This design comes from an exercise in tuning for small area on the open sky130 flow, not from production work.
The RTL was checked by simulation tests, not by an equivalence proof against the original design.
Power figures rest on the tool's default switching activity, not on a simulated workload.

==> design/flow/design.v <==
`default_nettype none
package mips_pkg;
    typedef enum logic [5:0] {
        OP_SPECIAL = 6'b000000,
        OP_REGIMM  = 6'b000001,
        OP_J       = 6'b000010,
        OP_BEQ     = 6'b000100,
        OP_BNE     = 6'b000101,
        OP_BLEZ    = 6'b000110,
        OP_BGTZ    = 6'b000111,
        OP_ADDIU   = 6'b001001,
        OP_SLTI    = 6'b001010,
        OP_SLTIU   = 6'b001011,
        OP_ANDI    = 6'b001100,
        OP_ORI     = 6'b001101,
        OP_XORI    = 6'b001110,
        OP_LUI     = 6'b001111,
        OP_LW      = 6'b100011,
        OP_SW      = 6'b101011
    } opcode_t;
    typedef enum logic [5:0] {
        F_SLL  = 6'b000000,
        F_SRL  = 6'b000010,
        F_SRA  = 6'b000011,
        F_SLLV = 6'b000100,
        F_SRLV = 6'b000110,
        F_SRAV = 6'b000111,
        F_JR   = 6'b001000,
        F_ADDU = 6'b100001,
        F_SUBU = 6'b100011,
        F_AND  = 6'b100100,
        F_OR   = 6'b100101,
        F_XOR  = 6'b100110,
        F_SLT  = 6'b101010,
        F_SLTU = 6'b101011
    } funct_t;
    typedef enum logic [3:0] {
        ALU_ADD,
        ALU_SUB,
        ALU_AND,
        ALU_OR,
        ALU_XOR,
        ALU_SLT,
        ALU_SLTU,
        ALU_SLL,
        ALU_SRL,
        ALU_SRA,
        ALU_LUI
    } alu_op_t;
    typedef enum logic [3:0] {
        BR_NONE,
        BR_BEQ,
        BR_BNE,
        BR_BGTZ,
        BR_BLEZ,
        BR_BLTZ,
        BR_BGEZ,
        BR_JUMP,
        BR_JUMP_REG
    } branch_kind_t;
    typedef enum logic {
        RUNNING = 1'b0,
        HALTED  = 1'b1
    } run_state_t;
endpackage
`default_nettype wire
`default_nettype none
module alu (
    input  mips_pkg::alu_op_t              alu_op,
    input  logic [32-1:0]     a,
    input  logic [32-1:0]     b,
    input  logic [5-1:0]    shamt,
    output logic [32-1:0]           result
);
    logic lt_signed;
    logic lt_unsigned;
    assign lt_signed = $signed(a) < $signed(b);
    assign lt_unsigned = a < b;
    always_comb begin
        case (alu_op)
            mips_pkg::ALU_ADD:  result = a + b;
            mips_pkg::ALU_SUB:  result = a - b;
            mips_pkg::ALU_AND:  result = a & b;
            mips_pkg::ALU_OR:   result = a | b;
            mips_pkg::ALU_XOR:  result = a ^ b;
            mips_pkg::ALU_SLT:  result = {{(32-1){1'b0}}, lt_signed};
            mips_pkg::ALU_SLTU: result = {{(32-1){1'b0}}, lt_unsigned};
            mips_pkg::ALU_SLL:  result = b << shamt;
            mips_pkg::ALU_SRL:  result = b >> shamt;
            mips_pkg::ALU_SRA:  result = $signed(b) >>> shamt;
            mips_pkg::ALU_LUI:  result = {b[15:0], 16'b0};
            default:  result = '0;
        endcase
    end
endmodule
`default_nettype wire
`default_nettype none
module reg_file (
    input  logic                   clk,
    input  logic                   reset,
    input  logic [5-1:0] rs_addr,
    input  logic [5-1:0] rt_addr,
    input  logic [5-1:0] wr_addr,
    input  logic                   wr_en,
    input  logic [32-1:0]     wr_data,
    output logic [32-1:0]           rs_data,
    output logic [32-1:0]           rt_data,
    output logic [32-1:0]           v0
);
    logic [32-1:0] regs [32];
    assign rs_data = regs[rs_addr];
    assign rt_data = regs[rt_addr];
    assign v0 = regs[2];
    always_ff @(posedge clk) begin
        if (reset) begin
            for (int i = 0; i < 32; i++) begin
                regs[i] <= '0;
            end
        end else if (wr_en && wr_addr != '0) begin
            regs[wr_addr] <= wr_data;
        end
    end
endmodule
`default_nettype wire
`default_nettype none
module instr_decode (
    input  logic [32-1:0] instr,
    input  logic               step,
    output logic [5-1:0]   rs_addr,
    output logic [5-1:0]   rt_addr,
    output logic [5-1:0]   wr_addr,
    output logic                     wr_en,
    output mips_pkg::alu_op_t                alu_op,
    output logic                     use_imm,
    output logic                     imm_signed,
    output logic [5-1:0]      shamt,
    output logic                     shift_var,
    output logic [15:0]              imm16,
    output logic [25:0]              jump_index,
    output mips_pkg::branch_kind_t           branch_kind,
    output logic                     mem_to_reg,
    output logic                     data_write,
    output logic                     data_read
);
    mips_pkg::opcode_t                 opcode;
    mips_pkg::funct_t                  funct;
    logic [5-1:0]  rd_addr;
    logic                    wr_sel_rt;
    logic                    wr_req;
    logic                    store_req;
    assign opcode = mips_pkg::opcode_t'(instr[31:26]);
    assign funct = mips_pkg::funct_t'(instr[5:0]);
    assign rs_addr = instr[25:21];
    assign rt_addr = instr[20:16];
    assign rd_addr = instr[15:11];
    assign shamt = instr[10:6];
    assign imm16 = instr[15:0];
    assign jump_index = instr[25:0];
    always_comb begin
        alu_op = mips_pkg::ALU_ADD;
        use_imm = 1'b0;
        imm_signed = 1'b0;
        shift_var = 1'b0;
        wr_sel_rt = 1'b0;
        wr_req = 1'b0;
        mem_to_reg = 1'b0;
        store_req = 1'b0;
        branch_kind = mips_pkg::BR_NONE;
        case (opcode)
            mips_pkg::OP_SPECIAL: begin
                wr_req = 1'b1;
                case (funct)
                    mips_pkg::F_ADDU: alu_op = mips_pkg::ALU_ADD;
                    mips_pkg::F_SUBU: alu_op = mips_pkg::ALU_SUB;
                    mips_pkg::F_AND:  alu_op = mips_pkg::ALU_AND;
                    mips_pkg::F_OR:   alu_op = mips_pkg::ALU_OR;
                    mips_pkg::F_XOR:  alu_op = mips_pkg::ALU_XOR;
                    mips_pkg::F_SLT:  alu_op = mips_pkg::ALU_SLT;
                    mips_pkg::F_SLTU: alu_op = mips_pkg::ALU_SLTU;
                    mips_pkg::F_SLL:  alu_op = mips_pkg::ALU_SLL;
                    mips_pkg::F_SRL:  alu_op = mips_pkg::ALU_SRL;
                    mips_pkg::F_SRA:  alu_op = mips_pkg::ALU_SRA;
                    mips_pkg::F_SLLV: begin
                        alu_op = mips_pkg::ALU_SLL;
                        shift_var = 1'b1;
                    end
                    mips_pkg::F_SRLV: begin
                        alu_op = mips_pkg::ALU_SRL;
                        shift_var = 1'b1;
                    end
                    mips_pkg::F_SRAV: begin
                        alu_op = mips_pkg::ALU_SRA;
                        shift_var = 1'b1;
                    end
                    mips_pkg::F_JR: begin
                        wr_req = 1'b0;
                        branch_kind = mips_pkg::BR_JUMP_REG;
                    end
                    default: wr_req = 1'b0;
                endcase
            end
            mips_pkg::OP_REGIMM: begin
                if (rt_addr == 5'b00000) begin
                    branch_kind = mips_pkg::BR_BLTZ;
                end else if (rt_addr == 5'b00001) begin
                    branch_kind = mips_pkg::BR_BGEZ;
                end
            end
            mips_pkg::OP_J:    branch_kind = mips_pkg::BR_JUMP;
            mips_pkg::OP_BEQ:  branch_kind = mips_pkg::BR_BEQ;
            mips_pkg::OP_BNE:  branch_kind = mips_pkg::BR_BNE;
            mips_pkg::OP_BLEZ: branch_kind = mips_pkg::BR_BLEZ;
            mips_pkg::OP_BGTZ: branch_kind = mips_pkg::BR_BGTZ;
            mips_pkg::OP_ADDIU, mips_pkg::OP_SLTI, mips_pkg::OP_SLTIU, mips_pkg::OP_ANDI, mips_pkg::OP_ORI, mips_pkg::OP_XORI, mips_pkg::OP_LUI: begin
                use_imm = 1'b1;
                wr_sel_rt = 1'b1;
                wr_req = 1'b1;
                imm_signed = (opcode == mips_pkg::OP_ADDIU) || (opcode == mips_pkg::OP_SLTI)
                          || (opcode == mips_pkg::OP_SLTIU);
                case (opcode)
                    mips_pkg::OP_SLTI:  alu_op = mips_pkg::ALU_SLT;
                    mips_pkg::OP_SLTIU: alu_op = mips_pkg::ALU_SLTU;
                    mips_pkg::OP_ANDI:  alu_op = mips_pkg::ALU_AND;
                    mips_pkg::OP_ORI:   alu_op = mips_pkg::ALU_OR;
                    mips_pkg::OP_XORI:  alu_op = mips_pkg::ALU_XOR;
                    mips_pkg::OP_LUI:   alu_op = mips_pkg::ALU_LUI;
                    default:  alu_op = mips_pkg::ALU_ADD;
                endcase
            end
            mips_pkg::OP_LW: begin
                use_imm = 1'b1;
                imm_signed = 1'b1;
                wr_sel_rt = 1'b1;
                wr_req = 1'b1;
                mem_to_reg = 1'b1;
            end
            mips_pkg::OP_SW: begin
                use_imm = 1'b1;
                imm_signed = 1'b1;
                store_req = 1'b1;
            end
            default: branch_kind = mips_pkg::BR_NONE;
        endcase
    end
    assign wr_addr = wr_sel_rt ? rt_addr : rd_addr;
    assign wr_en = step && wr_req;
    assign data_write = step && store_req;
    assign data_read = step && mem_to_reg;
endmodule
`default_nettype wire
`default_nettype none
module pc_unit (
    input  logic               clk,
    input  logic               reset,
    input  logic               clk_enable,
    input  mips_pkg::branch_kind_t     branch_kind,
    input  logic [15:0]        imm16,
    input  logic [25:0]        jump_index,
    input  logic [32-1:0] rs_data,
    input  logic [32-1:0] rt_data,
    output logic [32-1:0]       pc,
    output logic                     step,
    output logic                     active
);
    mips_pkg::run_state_t          state;
    logic                redirect_pending;
    logic [32-1:0]  redirect_target;
    logic [32-1:0]  pc_plus4;
    logic [32-1:0]  branch_target;
    logic [32-1:0]  jump_target;
    logic [32-1:0]  taken_target;
    logic                rs_zero;
    logic                rs_neg;
    logic                taken;
    assign pc_plus4 = pc + 4;
    assign branch_target = pc_plus4 + {{(32-18){imm16[15]}}, imm16, 2'b00};
    assign jump_target = {pc_plus4[32-1:32-4], jump_index, 2'b00};
    assign rs_zero = (rs_data == '0);
    assign rs_neg = rs_data[32-1];
    assign step = (state == mips_pkg::RUNNING) && clk_enable && (pc != 32'h0000_0000);
    assign active = (state == mips_pkg::RUNNING);
    always_comb begin
        taken = 1'b0;
        taken_target = branch_target;
        case (branch_kind)
            mips_pkg::BR_BEQ:      taken = (rs_data == rt_data);
            mips_pkg::BR_BNE:      taken = (rs_data != rt_data);
            mips_pkg::BR_BGTZ:     taken = !rs_neg && !rs_zero;
            mips_pkg::BR_BLEZ:     taken = rs_neg || rs_zero;
            mips_pkg::BR_BLTZ:     taken = rs_neg;
            mips_pkg::BR_BGEZ:     taken = !rs_neg;
            mips_pkg::BR_JUMP: begin
                taken = 1'b1;
                taken_target = jump_target;
            end
            mips_pkg::BR_JUMP_REG: begin
                taken = 1'b1;
                taken_target = rs_data;
            end
            default:     taken = 1'b0;
        endcase
    end
    always_ff @(posedge clk) begin
        if (reset) begin
            pc <= 32'hBFC0_0000;
            redirect_pending <= 1'b0;
            state <= mips_pkg::RUNNING;
        end else if (step) begin
            pc <= redirect_pending ? redirect_target : pc_plus4;
            redirect_pending <= taken;
        end else if (state == mips_pkg::RUNNING && clk_enable) begin
            state <= mips_pkg::HALTED;
        end
    end
    always_ff @(posedge clk) begin
        if (step && taken) begin
            redirect_target <= taken_target;
        end
    end
endmodule
`default_nettype wire
`default_nettype none
module mips_cpu_harvard (
    input  logic               clk,
    input  logic               reset,
    output logic                     active,
    output logic [32-1:0]       register_v0,
    input  logic               clk_enable,
    output logic [32-1:0]       instr_address,
    input  logic [32-1:0] instr_readdata,
    output logic [32-1:0]       data_address,
    output logic                     data_write,
    output logic                     data_read,
    output logic [32-1:0]       data_writedata,
    input  logic [32-1:0] data_readdata
);
    logic                    step;
    logic [5-1:0]  rs_addr;
    logic [5-1:0]  rt_addr;
    logic [5-1:0]  wr_addr;
    logic                    wr_en;
    mips_pkg::alu_op_t                 alu_op;
    logic                    use_imm;
    logic                    imm_signed;
    logic [5-1:0]     shamt;
    logic                    shift_var;
    logic [15:0]             imm16;
    logic [25:0]             jump_index;
    mips_pkg::branch_kind_t            branch_kind;
    logic                    mem_to_reg;
    logic [32-1:0]      rs_data;
    logic [32-1:0]      rt_data;
    logic [32-1:0]      wr_data;
    logic [32-1:0]      imm_ext;
    logic [32-1:0]      operand_b;
    logic [5-1:0]     shift_amount;
    assign imm_ext = imm_signed ? {{(32-16){imm16[15]}}, imm16}
                                : {{(32-16){1'b0}}, imm16};
    assign operand_b = use_imm ? imm_ext : rt_data;
    assign shift_amount = shift_var ? rs_data[5-1:0] : shamt;
    assign wr_data = mem_to_reg ? data_readdata : data_address;
    assign data_writedata = rt_data;
    pc_unit u_pc_unit (
        .clk         (clk),
        .reset       (reset),
        .clk_enable  (clk_enable),
        .branch_kind (branch_kind),
        .imm16       (imm16),
        .jump_index  (jump_index),
        .rs_data     (rs_data),
        .rt_data     (rt_data),
        .pc          (instr_address),
        .step        (step),
        .active      (active)
    );
    instr_decode u_instr_decode (
        .instr       (instr_readdata),
        .step        (step),
        .rs_addr     (rs_addr),
        .rt_addr     (rt_addr),
        .wr_addr     (wr_addr),
        .wr_en       (wr_en),
        .alu_op      (alu_op),
        .use_imm     (use_imm),
        .imm_signed  (imm_signed),
        .shamt       (shamt),
        .shift_var   (shift_var),
        .imm16       (imm16),
        .jump_index  (jump_index),
        .branch_kind (branch_kind),
        .mem_to_reg  (mem_to_reg),
        .data_write  (data_write),
        .data_read   (data_read)
    );
    reg_file u_reg_file (
        .clk     (clk),
        .reset   (reset),
        .rs_addr (rs_addr),
        .rt_addr (rt_addr),
        .wr_addr (wr_addr),
        .wr_en   (wr_en),
        .wr_data (wr_data),
        .rs_data (rs_data),
        .rt_data (rt_data),
        .v0      (register_v0)
    );
    alu u_alu (
        .alu_op (alu_op),
        .a      (rs_data),
        .b      (operand_b),
        .shamt  (shift_amount),
        .result (data_address)
    );
endmodule
`default_nettype wire
==> design/flow/run.sh <==
#!/bin/bash
# synth_recipe.tcl (not shown) runs the flow's synth.tcl, then flattens the netlist and writes it again
# the make line also repeats each setting of config.mk as NAME=value (left out here)
make -C /OpenROAD-flow-scripts/flow DESIGN_CONFIG=/design/flow/config.mk WORK_HOME=/design/flow/orfs CLKGATE_MAP_FILE= SYNTH_SCRIPT=/design/flow/synth_recipe.tcl finish
==> design/flow/config.mk <==
export PLATFORM = sky130hd
export DESIGN_NAME = mips_cpu_harvard
export DESIGN_NICKNAME = mips_cpu_harvard
export VERILOG_FILES = /design/flow/design.v
export SDC_FILE = /design/flow/constraint.sdc
export NUM_CORES = 4
export LEC_CHECK = 0
export ABC_CLOCK_PERIOD_IN_PS = 7000
export CAP_MARGIN = 20
export CORE_MARGIN = 2
export CORE_UTILIZATION = 40
export SLEW_MARGIN = 20
==> design/flow/constraint.sdc <==
create_clock -name core_clock -period 14.0 [get_ports {clk}]
set_input_delay 2.8000 -clock core_clock [delete_from_list [all_inputs] [get_ports {clk}]]
set_output_delay 2.8000 -clock core_clock [all_outputs]
set_load 0.01 [all_outputs]
==> results.toml <==
[run_status]
status = "finished clean"

[setup_path]
crit_required_ns = 11.20
end_kind = "output pin"
cp-start-kind = "primary input"
r2r_slack_ns = 7.09
worstSetupPathType = "in -> out"
worstPathArrival_ns = 10.39
worst_r2r_endpoint = "u_reg_file.regs[9][27]$_SDFFCE_PN0P_"
r2r_start = "u_reg_file.regs[2][8]$_SDFFCE_PN0P_"
cp_max_fo = 52
setup.worst_path.start = "instr_readdata[18]"
ff2ff_path_depth = 20

[detailed_routing]
vias = 58734
first_pass_iters = 6
wirelength_um = 321000
viasPerCell = 6.67
ant_nets = 0
wire_per_inst_um = 36.5
route.detailed.drc = 0
drtIter0Drc = 8840

[timing]
rsz0062_at_grt = "no"
finalCriticalPeriod_ns = 13.19
maxSlewHeadroom = 0.120
drv_slew = 0
fmax_ghz = 0.0758
finalHoldViolCount = 0
setup_viol = 0
tightest_slew_ns = 1.31
clock_skew_ns = 0.0438
period_share = 0.942
tns_ns = 0

[grt]
grt_max_degree = 111
overflow = 0
grt_util_all_layers = 0.355
grt_pass1_wl_um = 441000
grt_pass1_vias = 56033
grt_antenna_before_repair = 8

[synth]
syn-cell-area_sq_um = 69400
synth_edf_count = 1056
avgSynthCellArea_sq_um = 11.0
synth-xor-area-share = 0.0115
synthMuxAreaShare = 0.209
synthAdderAreaFrac = 0.0249
synth-async-reset-ratio = 0
synth_compound_area_frac = 0.119
ys_ff_latch = 1090
synth-main-ff-cell = "edfxtp_1"
syn-instance-count = 6289
synth_simple_gate_area_frac = 0.123
yosysWarningCount = 4
ys_seq_area_frac = 0.467
synth_top_family_by_area = "multiplexers"
synth.distinct_cells = 94

[floorplan]
dieArea_sq_um = 177000
die_height_um = 420
rows = 152
start_util = 0.403
io_pins = 198
coreArea_sq_um = 172000
die_w_um = 420

[placement]
hpwl_um = 215000
io_buffers = 197
gp_congestion = 1.05
dpl.cell_count = 8571

[finish]
layout-drive-gt1-share = 0.148
finalNetCount = 6591
syn_to_final_growth_pct = 13.6
instances_no_fill = 8800

[clock_tree]
cts_resized = 0
path_clk_slew_ns = 0.08
clk_path_buf_depth = 3
h-tree-depth = 3
cts_tree = "yes"
clk_latency_ns = 0.79
clkSinkCount = 1090
cts_setup_buffers = 0
cts-hold-fix-buffers = 0
numCtsBuffers = 120
ctsRootBufferMaster = "clkbuf_16"

[min_path]
hp-start = "u_pc_unit.redirect_target[4]$_DFFE_PP_"
hold_end = "u_pc_unit.pc[4]$_SDFFE_PP0P_"
hold_class = "reg -> reg"
holdPathStages = 2

[power]
power_density_nw_per_um2 = 128
peakVddDrop_v = 0.0000985
p_leak_uw = 0.0298

[flow_run]
maxCapViolations = 0
-- flip-flops by register name, summed over array words and instances (netlist names) --
signal and count:
u_pc_unit.pc 32, u_pc_unit.redirect_pending 1, u_pc_unit.redirect_target 32, u_pc_unit.state 1, u_reg_file.regs 1024
-- cell usage after synthesis, types with 78 or more instances --
master | n | area (sq um)
a21oi_1 | 327 | 1640
a22oi_1 | 283 | 2120
buf_2 | 169 | 846
clkbuf_1 | 296 | 1110
edfxtp_1 | 1056 | 31700
ha_1 | 133 | 1660
inv_1 | 117 | 439
mux2i_1 | 800 | 8010
mux4_2 | 265 | 5970
nand2_1 | 276 | 1040
nor2_1 | 1151 | 4320
nor3_1 | 157 | 786
o21ai_0 | 104 | 521
o22ai_1 | 78 | 488
-- worst max path at each step --
stage / to / depth (start not counted)
after global routing: data_address[27] / 22
after floorplan: data_address[26] / 23
after detailed placement: data_address[27] / 22
after CTS: data_address[27] / 22
final: data_address[27] / 22
after global placement: data_address[27] / 22
-- per-stage QoR --
stage	worst slack [ns]	util	area, sq um	hold WS (ns)	power, uW
global placement	1.07	0.435	74900	0.474	6870
global route	0.814	0.458	78800	0.515	10300
floorplan	3.37	-	69500	0.459	5480
CTS	1.05	0.458	78700	0.493	9980
finish	0.810	0.458	78800	0.481	10100
detailed placement	1.08	0.436	74900	0.489	6880
-- routing by layer --
metal  vias to the layer above  track usage  share of wire
met5                         -            0        0.00010
met2                      4259        0.539           0.44
met4                         6        0.210          0.070
met1                     29488        0.467           0.38
met3                       935       0.0752           0.11
li1                      24046            -              -
-- critical path, stage by stage --
cell             delay (ns)
clkdlybuf4s50_1        0.89
and2_4                 0.91
buf_4                  0.41
a22oi_1                0.11
a21oi_1                0.26
nor4_2                 0.09
buf_4                  0.20
mux2i_1                0.32
buf_4                  0.28
ha_1                   0.39
and2_1                 0.26
a21o_1                 0.17
a2111oi_0              0.58
buf_4                  0.23
o31a_1                 0.26
o21ai_1                0.21
a31oi_1                0.28
nor2_1                 0.06
a311oi_1               0.58
o2111ai_1              0.33
buf_4                  0.24
clkdlybuf4s50_1        0.48
-- area by class of cell --
class                      instances  area (sq um)
clock inverter                    69           636
fill                           15935         93100
antenna                            1          2.50
multi-input combinational       4538         34600
clock buffer                     154          3170
timing repair buffer             519          4690
inverter                         119           447
tap                             2310          2890
sequential                      1090         32400
-- logic make-up after synthesis --
kind of cell,count (synthesis)
XOR/XNOR,91
AO/OA/AOI/OAI,1228
buffers and inverters,692
other,1
AND/OR/NAND/NOR,1942
flip-flops,1090
multiplexers,1109
adder cells (fa/ha/maj),136
-- report_power, final --
part / total, uW / switching [uW] / internal [uW]
clock: 3150 / 1370 / 1780
sequential: 3760 / 67.1 / 3690
combinational: 3190 / 2220 / 973
-- placed cells by master, fill, tap and decap left out, types with 31 or more instances in the layout --
cell and count:
nand4_1 40, a21oi_1 325, nand3_1 76, nand2_1 245, nor2_1 1145, clkbuf_1 32
inv_1 117, a21o_1 34, clkbuf_16 124, o22ai_1 77, nor4_1 34, xnor2_1 71
a221oi_1 32, ha_1 133, nor3_1 157, edfxtp_1 1056, mux2i_1 780, mux4_2 265
a211oi_1 38, conb_1 32, o21ai_0 104, a22oi_1 283, o21ai_1 32, nand2_2 31
buf_4 303, mux2_2 33, dfxtp_1 34, o221ai_1 31, clkdlybuf4s50_1 190, a31oi_1 41

separate check: timing with driven ports:
How much do the figures lean on ideal ports? The routed layout below was timed once more, with nothing changed but the port constraints. Step 1 sets driving cells, clkbuf_16 on the clock port and buf_2 on the other inputs (assumed; they add their load-dependent delay and slew). Step 2, shift: input delay + t, output delay - t, t = (earliest + latest rising clock arrival at the registers) / 2. This alone moves slack from input paths to output paths. Three values: ideal ports, drivers, drivers and shift; two values: the first two.
shift t [ns]: 0.848
setup slack, ns: 0.810 / 0.688 / 0.688
hold WS [ns]: 0.481 / 0.481 / 0.481
slew at the worst register clock pin (ns): 0.08 / 0.08
cell pins on the clock port's net: 1
After both steps setup and hold are still met in this run. The setup slack of this run moves by -0.122 ns with the drivers and by -0.122 ns with both steps.
